What follows belongs to an exercise in optimizing a design on an open flow for small area, a short achievable clock period and few clock cycles; a production flow would make more cautious choices.
Function was checked by simulation only, so behaviour that the tests miss may differ from the original.
Power and IR drop assume default switching activity.

Setup of run A:
## pagerank_top
module pagerank_top (
	input wire clk,
	input wire rst,
	output logic [63:0] m_araddr,
	output logic [2:0] m_arprot,
	output logic m_arvalid,
	input wire m_arready,
	input wire [63:0] m_rdata,
	input wire [1:0] m_rresp,
	input wire m_rvalid,
	output logic m_rready,
	output logic [63:0] m_awaddr,
	output logic [2:0] m_awprot,
	output logic m_awvalid,
	input wire m_awready,
	output logic [63:0] m_wdata,
	output logic [7:0] m_wstrb,
	output logic m_wvalid,
	input wire m_wready,
	input wire [1:0] m_bresp,
	input wire m_bvalid,
	output logic m_bready,
	input wire softreg_req_valid,
	input wire softreg_req_is_write,
	input wire [31:0] softreg_req_addr,
	input wire [63:0] softreg_req_data,
	output logic softreg_resp_valid,
	output logic [63:0] softreg_resp_data
);
Settings: LEC_CHECK=0, CAP_MARGIN=20, CORE_MARGIN=2, CORE_UTILIZATION=40, PLACE_DENSITY=0.6, SLEW_MARGIN=20; clock period 7.0 ns.
run.sh (not shown) runs the stock make flow with config.mk's settings and CLKGATE_MAP_FILE= SYNTH_SCRIPT=/design/flow/synth_recipe.tcl, a recipe that flattens the netlist after the stock synthesis.
Testbench counts of run A, summed over its fixed seeds: cycles 22,034.
--- input diff run A..run H ---
diff --git a/flow/design.v b/flow/design.v
--- a/flow/design.v
+++ b/flow/design.v
@@ -1,27 +1,27 @@
 `timescale 1ns/100ps
 `default_nettype none
 module pr_fifo #(
 	parameter int WIDTH = 8,
 	parameter int LOG_DEPTH = 2,
+	parameter int DEPTH = 2**LOG_DEPTH,
 	parameter int SHIFT = 0
 ) (
 	input wire clk,
 	input wire rst,
 	input wire push,
 	input wire [WIDTH-1:0] din,
 	input wire pop,
 	output logic [WIDTH-1:0] dout,
 	output logic empty,
 	output logic [LOG_DEPTH:0] count
 );
-	localparam int DEPTH = 2**LOG_DEPTH;
 	logic [WIDTH-1:0] mem [0:DEPTH-1];
 	assign empty = (count == '0);
 	always_ff @(posedge clk) begin
 		if (rst)
 			count <= '0;
 		else
 			count <= count + (LOG_DEPTH+1)'(push) - (LOG_DEPTH+1)'(pop);
 	end
 	if (SHIFT != 0) begin : g_shift
 		assign dout = mem[0];
@@ -40,23 +40,23 @@
 	end else begin : g_ring
 		logic [LOG_DEPTH-1:0] wr_ptr;
 		logic [LOG_DEPTH-1:0] rd_ptr;
 		assign dout = mem[rd_ptr];
 		always_ff @(posedge clk) begin
 			if (rst) begin
 				wr_ptr <= '0;
 				rd_ptr <= '0;
 			end else begin
 				if (push)
-					wr_ptr <= wr_ptr + 1'b1;
+					wr_ptr <= (wr_ptr == LOG_DEPTH'(DEPTH - 1)) ? '0 : wr_ptr + 1'b1;
 				if (pop)
-					rd_ptr <= rd_ptr + 1'b1;
+					rd_ptr <= (rd_ptr == LOG_DEPTH'(DEPTH - 1)) ? '0 : rd_ptr + 1'b1;
 			end
 		end
 		always_ff @(posedge clk) begin
 			if (push)
 				mem[wr_ptr] <= din;
 		end
 	end
 endmodule
 `default_nettype wire
 `timescale 1ns/100ps
@@ -397,21 +397,22 @@
 	input wire vert_ready,
 	output logic vert_first,
 	output logic [10-1:0] vert_in_deg,
 	output logic [31:0] vert_out_deg,
 	output logic score_valid,
 	input wire score_ready,
 	output logic [63:0] score_data
 );
 	localparam int VW = 7;
 	localparam int EW = 10;
-	localparam int VQ = 2;
+	localparam int VQ = 3;
+	localparam int VD = 6;
 	localparam int EQ = 3;
 	localparam int TQ = 3;
 	localparam logic [1:0] TAG_VERT = 2'd0;
 	localparam logic [1:0] TAG_EDGE = 2'd1;
 	localparam logic [1:0] TAG_SCORE = 2'd2;
 	logic active;
 	logic first;
 	logic ahead;
 	logic [VW-1:0] vert_cnt;
 	logic [EW-1:0] edge_cnt;
@@ -448,21 +449,21 @@
 	logic [EQ:0] eq_count;
 	assign m_arprot = 3'b000;
 	assign round_issued = (vert_cnt == rnd_n_vertices[VW-1:0])
 		&& (first || ((edge_cnt == rnd_n_edges[EW-1:0]) && (edge_used == '0)));
 	assign next_round = active && round_issued && !ahead;
 	assign slot_free = !m_arvalid || m_arready;
 	assign src_ready = !ahead || ({1'b0, edge_head} < wr_acked);
 	assign can_score = !edge_empty && src_ready;
 	assign can_edge = !first && (edge_cnt != rnd_n_edges[EW-1:0])
 		&& (edge_credit != '0) && !edge_used[EQ];
-	assign can_vert = (vert_cnt != rnd_n_vertices[VW-1:0]) && !vert_used[VQ];
+	assign can_vert = (vert_cnt != rnd_n_vertices[VW-1:0]) && (vert_used != (VQ+1)'(VD));
 	assign issue = slot_free && active && !tag_count[TQ]
 		&& (can_score || can_edge || can_vert);
 	assign issue_score = issue && can_score;
 	assign issue_edge = issue && !can_score && can_edge;
 	assign issue_vert = issue && !can_score && !can_edge;
 	pr_add64 u_add_vert (
 		.a(rnd_vert_base),
 		.b({54'd0, vert_cnt, 3'b000}),
 		.s(addr_vert)
 	);
@@ -565,21 +566,21 @@
 	pr_fifo #(.WIDTH(3), .LOG_DEPTH(TQ), .SHIFT(1)) u_tag_fifo (
 		.clk(clk),
 		.rst(rst),
 		.push(issue),
 		.din(tag_in),
 		.pop(rd_take),
 		.dout(tag_out),
 		.empty(tag_empty),
 		.count(tag_count)
 	);
-	pr_fifo #(.WIDTH(1 + EW + 32), .LOG_DEPTH(VQ)) u_vert_fifo (
+	pr_fifo #(.WIDTH(1 + EW + 32), .LOG_DEPTH(VQ), .DEPTH(VD)) u_vert_fifo (
 		.clk(clk),
 		.rst(rst),
 		.push(vert_push),
 		.din({vert_push_first, m_rdata[32+EW-1:32], m_rdata[31:0]}),
 		.pop(vert_valid && vert_ready),
 		.dout({vert_first, vert_in_deg, vert_out_deg}),
 		.empty(vq_empty),
 		.count(vq_count)
 	);
 	assign vert_valid = !vq_empty;
--- outcome ---
- Run H gives less half-perimeter wire length after placement than run A did.
- Delta(combinational share of power, run H - run A) < 0
- Number of sinks handled by clock tree synthesis (lower): run A
- The higher area of the multi-input gates came out of run H.
- Diff run A -> run H | final wirelength | down slightly
- Compared with run A, run H shows a via count that is 889 higher.
- The kind of critical path comes out reg -> reg in one run and in -> reg in the other, namely in run H and run A respectively.
- Compared with run A, in run H maximum clock frequency grew by 8.5%; number of multi-input combinational cells in the layout grew by 2.3%; post-synthesis instance area grew by 4.1%.
- Total length of routed met2 wires (run H vs. run A) decreases by a few percent
- In run H, the area of all placed cells without fillers came out 0.0035 mm^2 above the value in run A.
- Period utilization: run H vs run A down 6.4 points
Testbench counts of run H, summed over its fixed seeds: cycles 20,379.

-- what the ideal ports hide --
Ports are ideal in the flow. The routed layouts listed here were re-timed in OpenROAD.
Step 1 assumes that a clkbuf_16 drives the clock port and a buf_2 every other input.
Step 2 also shifts input and output timing later by t, the mid clock arrival at the registers, as if the neighbouring blocks saw the same clock.
Slacks: ideal ports / drivers / drivers and shift; pairs: ideal ports / drivers.
| run | t, ns | slack for setup (ns) | hold WS [ns] | worst setup path at the end | clock arrival spread, ns |
|---|---|---|---|---|---|
| run A | 0.889 | 1.277 / 1.291 / 0.402 | 0.445 / 0.445 / 0.445 | input to register | 0.050 / 0.050 |
| run H | 0.906 | 1.726 / 1.698 / 0.792 | 0.435 / 0.435 / 0.435 | input to register | 0.068 / 0.067 |
After both steps setup and hold are still met in every run listed. For run H, which loses most, drivers alone change the setup slack by -0.028 ns; drivers and shift together by -0.934 ns.
